Background: an optimization exercise with open tools, aiming at small area, a short achievable clock period and few clock cycles. Do not read the settings as production practice. Function was checked by simulation only, so behaviour that the tests miss may differ from the original. Power and IR drop assume default switching activity.

== main ==
==> module cache_ctrl, before the edit <==
module cache_ctrl (
    input  logic                            clk,
    input  logic                            resetn,     
    input  logic                            req_valid,
    input  logic [3:0]                      req_strobe,
    input  logic [31:0]                     req_data,
    input  logic                            uncached,
    input  logic [31:0]                     phys_addr,
    input  logic [26-1:0]         tag,
    input  logic [1:0]                      index,
    input  logic [1:0]                      word_sel,
    input  logic                            lookup_hit,
    input  logic [4-1:0]             lookup_hits,
    input  logic [1:0]                      lookup_hit_way,
    input  logic [1:0]                      lookup_victim_way,
    input  logic                            lookup_victim_dirty,
    input  logic [26-1:0]         lookup_victim_tag,
    input  logic [31:0]                     lookup_word,       
    output logic [1:0]                      rd_word,           
    output logic [4-1:0]             wb_way,            
    output logic                            resp_data_ok,
    output logic [31:0]                     resp_data,
    output logic                            mem_req_valid,
    output logic                            mem_req_is_write,
    output logic [31:0]                     mem_req_addr,
    output logic [3:0]                      mem_req_strobe,
    output logic [31:0]                     mem_req_data,
    output logic                            mem_req_burst,
    input  logic                            mem_resp_ready,
    input  logic                            mem_resp_last,
    input  logic [31:0]                     mem_resp_data,
    output logic [4-1:0]             refill_way,
    output logic [3:0]                      refill_word,
    output logic [4-1:0]             store_way,
    output logic [31:0]                     wr_data,
    output logic [4-1:0]             meta_we,
    output logic                            touch,
    output logic [1:0]                      touch_way
);
    localparam logic [2:0] IDLE      = 3'd0;
    localparam logic [2:0] WRITEBACK = 3'd1;
    localparam logic [2:0] REFILL    = 3'd2;
    localparam logic [2:0] UNCACHED  = 3'd3;
    localparam logic [2:0] RESPOND   = 3'd4;     
    logic [2:0]  state_q;
    logic [1:0]  beat_q;       
    logic [1:0]  wb_ptr_q;     
    logic        wb_first_q;
    logic [1:0]  way_q;        
    logic        bypass_q;     
    logic        wb_q;         
    logic [3:0]  rf_way_q;     
    logic [3:0]  rf_word_q;    
    logic [3:0]  hit_way_q;    
    logic        merge_q;      
    logic        ok_q;
    logic        cvalid_q, cwrite_q, cburst_q;
    logic [31:0] caddr_q;
    logic [3:0]  cstrobe_q;
    logic [31:0] data_q;       
    logic [3:0]  way_oh;
    logic        store;
    logic        beat_done;
    logic        mem_done;     
    assign store     = |req_strobe;
    assign beat_done = mem_resp_ready && mem_resp_last;
    assign mem_done  = (state_q == REFILL || state_q == UNCACHED) && beat_done;
    assign way_oh    = 4'b0001 << way_q;
    assign rd_word = wb_q ? wb_ptr_q : word_sel;
    assign wb_way  = wb_q ? way_oh : 4'b0000;
    assign refill_way  = rf_way_q;
    assign refill_word = rf_word_q;
    assign store_way   = hit_way_q;
    for (genvar b = 0; b < 4; b++) begin : g_wdata
        assign wr_data[8*b +: 8] = (req_strobe[b] && merge_q)
                                 ? req_data[8*b +: 8] : mem_resp_data[8*b +: 8];
    end
    assign meta_we   = hit_way_q | (beat_done ? rf_way_q : 4'b0000);
    assign touch     = |meta_we;
    assign touch_way = way_q;
    always_ff @(posedge clk) begin
        if (resetn) begin
            state_q   <= IDLE;
            wb_q      <= 1'b0;
            rf_way_q  <= 4'b0000;
            hit_way_q <= 4'b0000;
            ok_q     <= 1'b0;
            cvalid_q <= 1'b0;
        end else begin
            case (state_q)
                IDLE: begin
                    if (req_valid) begin
                        if (uncached) begin
                            cvalid_q <= 1'b1;
                            state_q  <= UNCACHED;
                        end else if (lookup_hit) begin
                            ok_q      <= 1'b1;
                            hit_way_q <= lookup_hits;
                            state_q   <= RESPOND;
                        end else begin
                            cvalid_q <= 1'b1;
                            state_q  <= lookup_victim_dirty ? WRITEBACK : REFILL;
                            wb_q     <= lookup_victim_dirty;
                            rf_way_q <= lookup_victim_dirty ? 4'b0000
                                      : 4'b0001 << lookup_victim_way;
                        end
                    end
                end
                WRITEBACK: begin
                    if (beat_done) begin
                        state_q  <= REFILL;
                        wb_q     <= 1'b0;
                        rf_way_q <= way_oh;
                    end
                end
                REFILL, UNCACHED: begin
                    if (beat_done) begin
                        cvalid_q <= 1'b0;
                        rf_way_q <= 4'b0000;
                        state_q  <= IDLE;
                    end
                end
                default: begin
                    ok_q      <= 1'b0;
                    hit_way_q <= 4'b0000;
                    state_q   <= IDLE;
                end
            endcase
        end
    end
    always_ff @(posedge clk) begin
        case (state_q)
            IDLE: begin
                way_q      <= lookup_hit ? lookup_hit_way : lookup_victim_way;
                bypass_q   <= uncached || (!lookup_hit && word_sel == 2'd3);
                beat_q     <= 2'd0;
                merge_q    <= lookup_hit || word_sel == 2'd0;
                rf_word_q  <= 4'b0001;
                wb_ptr_q   <= 2'd0;
                wb_first_q <= 1'b1;
                cstrobe_q  <= uncached ? req_strobe : 4'hf;
                cburst_q   <= !uncached;
                if (uncached) begin
                    cwrite_q <= store;
                    caddr_q  <= phys_addr;
                end else if (lookup_victim_dirty) begin
                    cwrite_q <= 1'b1;
                    caddr_q  <= {lookup_victim_tag, index, 4'b0000};
                end else begin
                    cwrite_q <= 1'b0;
                    caddr_q  <= {tag, index, 4'b0000};
                end
            end
            WRITEBACK: begin
                if (wb_first_q || mem_resp_ready) wb_ptr_q <= wb_ptr_q + 2'd1;
                wb_first_q <= 1'b0;
                if (beat_done) begin
                    cwrite_q <= 1'b0;
                    caddr_q  <= {tag, index, 4'b0000};
                end
            end
            REFILL: begin
                if (mem_resp_ready) begin
                    beat_q    <= beat_q + 2'd1;
                    merge_q   <= beat_q + 2'd1 == word_sel;
                    rf_word_q <= {rf_word_q[2:0], rf_word_q[3]};
                end
            end
            default: ;
        endcase
    end
    logic        data_en;
    logic [31:0] data_d;
    always_comb begin
        case (state_q)
            IDLE:      data_en = 1'b1;
            WRITEBACK: data_en = wb_first_q || mem_resp_ready;
            REFILL:    data_en = mem_resp_ready && (beat_q == word_sel);
            default:   data_en = 1'b0;
        endcase
    end
    assign data_d = lookup_word
                  | ({32{state_q == IDLE && uncached}} & req_data)
                  | ({32{state_q == REFILL}} & mem_resp_data);
    always_ff @(posedge clk) begin
        if (data_en) data_q <= data_d;
    end
    assign resp_data_ok     = ok_q || mem_done;
    assign resp_data        = bypass_q ? mem_resp_data : data_q;
    assign mem_req_valid    = cvalid_q;
    assign mem_req_is_write = cwrite_q;
    assign mem_req_addr     = caddr_q;
    assign mem_req_strobe   = cstrobe_q;
    assign mem_req_data     = data_q;
    assign mem_req_burst    = cburst_q;
endmodule
Settings: LEC_CHECK=0, CAP_MARGIN=20, CORE_MARGIN=2, CORE_UTILIZATION=65, CTS_CLUSTER_DIAMETER=70, CTS_CLUSTER_SIZE=24, PLACE_DENSITY=0.75, SETUP_SLACK_MARGIN=3.6, SLEW_MARGIN=20; clock period 7.0 ns.
standard.sh (not shown) runs the stock make flow with config.mk's settings and CLKGATE_MAP_FILE= SYNTH_SCRIPT=/design/flow/synth_recipe.tcl, a recipe that flattens the netlist after the stock synthesis.
==> flow/flow/run.sh <==
#!/bin/bash
# The standard layout (the standard.sh, standard synthesis included), with two
# changes to how it is made: the port buffers are buf_4 cells rather than the
# delay-type buffer buffer_ports picks by itself, and timing repair may resize a
# cell to one of another footprint. Make's full output goes to standard.log.
set -euo pipefail
bash standard.sh \
    "BUFFER_PORTS_ARGS=-buffer_cell sky130_fd_sc_hd__buf_4" \
    MATCH_CELL_FOOTPRINT=0 \
    finish > standard.log 2>&1
Testbench counts of main, summed over its fixed seeds: cycles 95,055.
Setup changes, main to the feature branch
--- a/flow/design.v
+++ b/flow/design.v
@@ -193,14 +193,13 @@
     logic [3:0]  cstrobe_q;
     logic [31:0] data_q;       
     logic [3:0]  way_oh;
     logic        store;
     logic        beat_done;
-    logic        mem_done;     
+    logic        mem_q;        
     assign store     = |req_strobe;
     assign beat_done = mem_resp_ready && mem_resp_last;
-    assign mem_done  = (state_q == REFILL || state_q == UNCACHED) && beat_done;
     assign way_oh    = 4'b0001 << way_q;
     assign rd_word = wb_q ? wb_ptr_q : word_sel;
     assign wb_way  = wb_q ? way_oh : 4'b0000;
     assign refill_way  = rf_way_q;
     assign refill_word = rf_word_q;
@@ -212,10 +211,19 @@
     assign meta_we   = hit_way_q | (beat_done ? rf_way_q : 4'b0000);
     assign touch     = |meta_we;
     assign touch_way = way_q;
     always_ff @(posedge clk) begin
         if (resetn) begin
+            mem_q <= 1'b0;
+        end else if (state_q == IDLE) begin
+            mem_q <= req_valid && (uncached || (!lookup_hit && !lookup_victim_dirty));
+        end else if (beat_done) begin
+            mem_q <= (state_q == WRITEBACK);
+        end
+    end
+    always_ff @(posedge clk) begin
+        if (resetn) begin
             state_q   <= IDLE;
             wb_q      <= 1'b0;
             rf_way_q  <= 4'b0000;
             hit_way_q <= 4'b0000;
             ok_q     <= 1'b0;
@@ -317,11 +325,11 @@
                   | ({32{state_q == IDLE && uncached}} & req_data)
                   | ({32{state_q == REFILL}} & mem_resp_data);
     always_ff @(posedge clk) begin
         if (data_en) data_q <= data_d;
     end
-    assign resp_data_ok     = ok_q || mem_done;
+    assign resp_data_ok     = ok_q || (mem_q && beat_done);
     assign resp_data        = bypass_q ? mem_resp_data : data_q;
     assign mem_req_valid    = cvalid_q;
     assign mem_req_is_write = cwrite_q;
     assign mem_req_addr     = caddr_q;
     assign mem_req_strobe   = cstrobe_q;
## What came out
From main to the feature branch the numbers moved as follows: proportion of power drawn by the clock network now sits higher, number of antenna repair diodes fell 28, worst-margin pin slew has increased, wire length rose 0.36%, final standard cell area without fillers picked up an extra 0.0015 sq mm. Looking at HPWL after detailed placement across both flows, the feature branch is the stronger of the two, with main trailing. [compare] base=main new=the feature branch: number of standard cells in the layout, taps in and fillers out shows an increase of about 1%, die area +about 0.5%, final core area utilization now sits higher, routed wirelength normalized by instance count lost about 0.6%.
Testbench counts of the feature branch, summed over its fixed seeds: cycles 95,055.

[afterwards: timing with drivers on the ports]
How much do the figures lean on ideal ports? The routed layouts below were timed once more, with nothing changed but the port constraints. Step 1 sets driving cells, clkbuf_16 on the clock port and buf_2 on the other inputs (assumed; they add their load-dependent delay and slew). Step 2, shift: input delay + t, output delay - t, t = (earliest + latest rising clock arrival at the registers) / 2. This alone moves slack from input paths to output paths. Three values: ideal, step 1, step 2; two values: the first two.
| run | t (ns) | setup WS [ns] | cell pins on the clock port's net |
|---|---|---|---|
| main | 0.888 | 3.177 / 2.866 / 1.978 | 1 |
| the feature branch | 0.903 | 3.192 / 2.921 / 2.018 | 1 |
After both steps setup and hold are still met in every run listed. The setup slack of main, which loses most, moves by -0.311 ns with the drivers and by -1.199 ns with both steps.
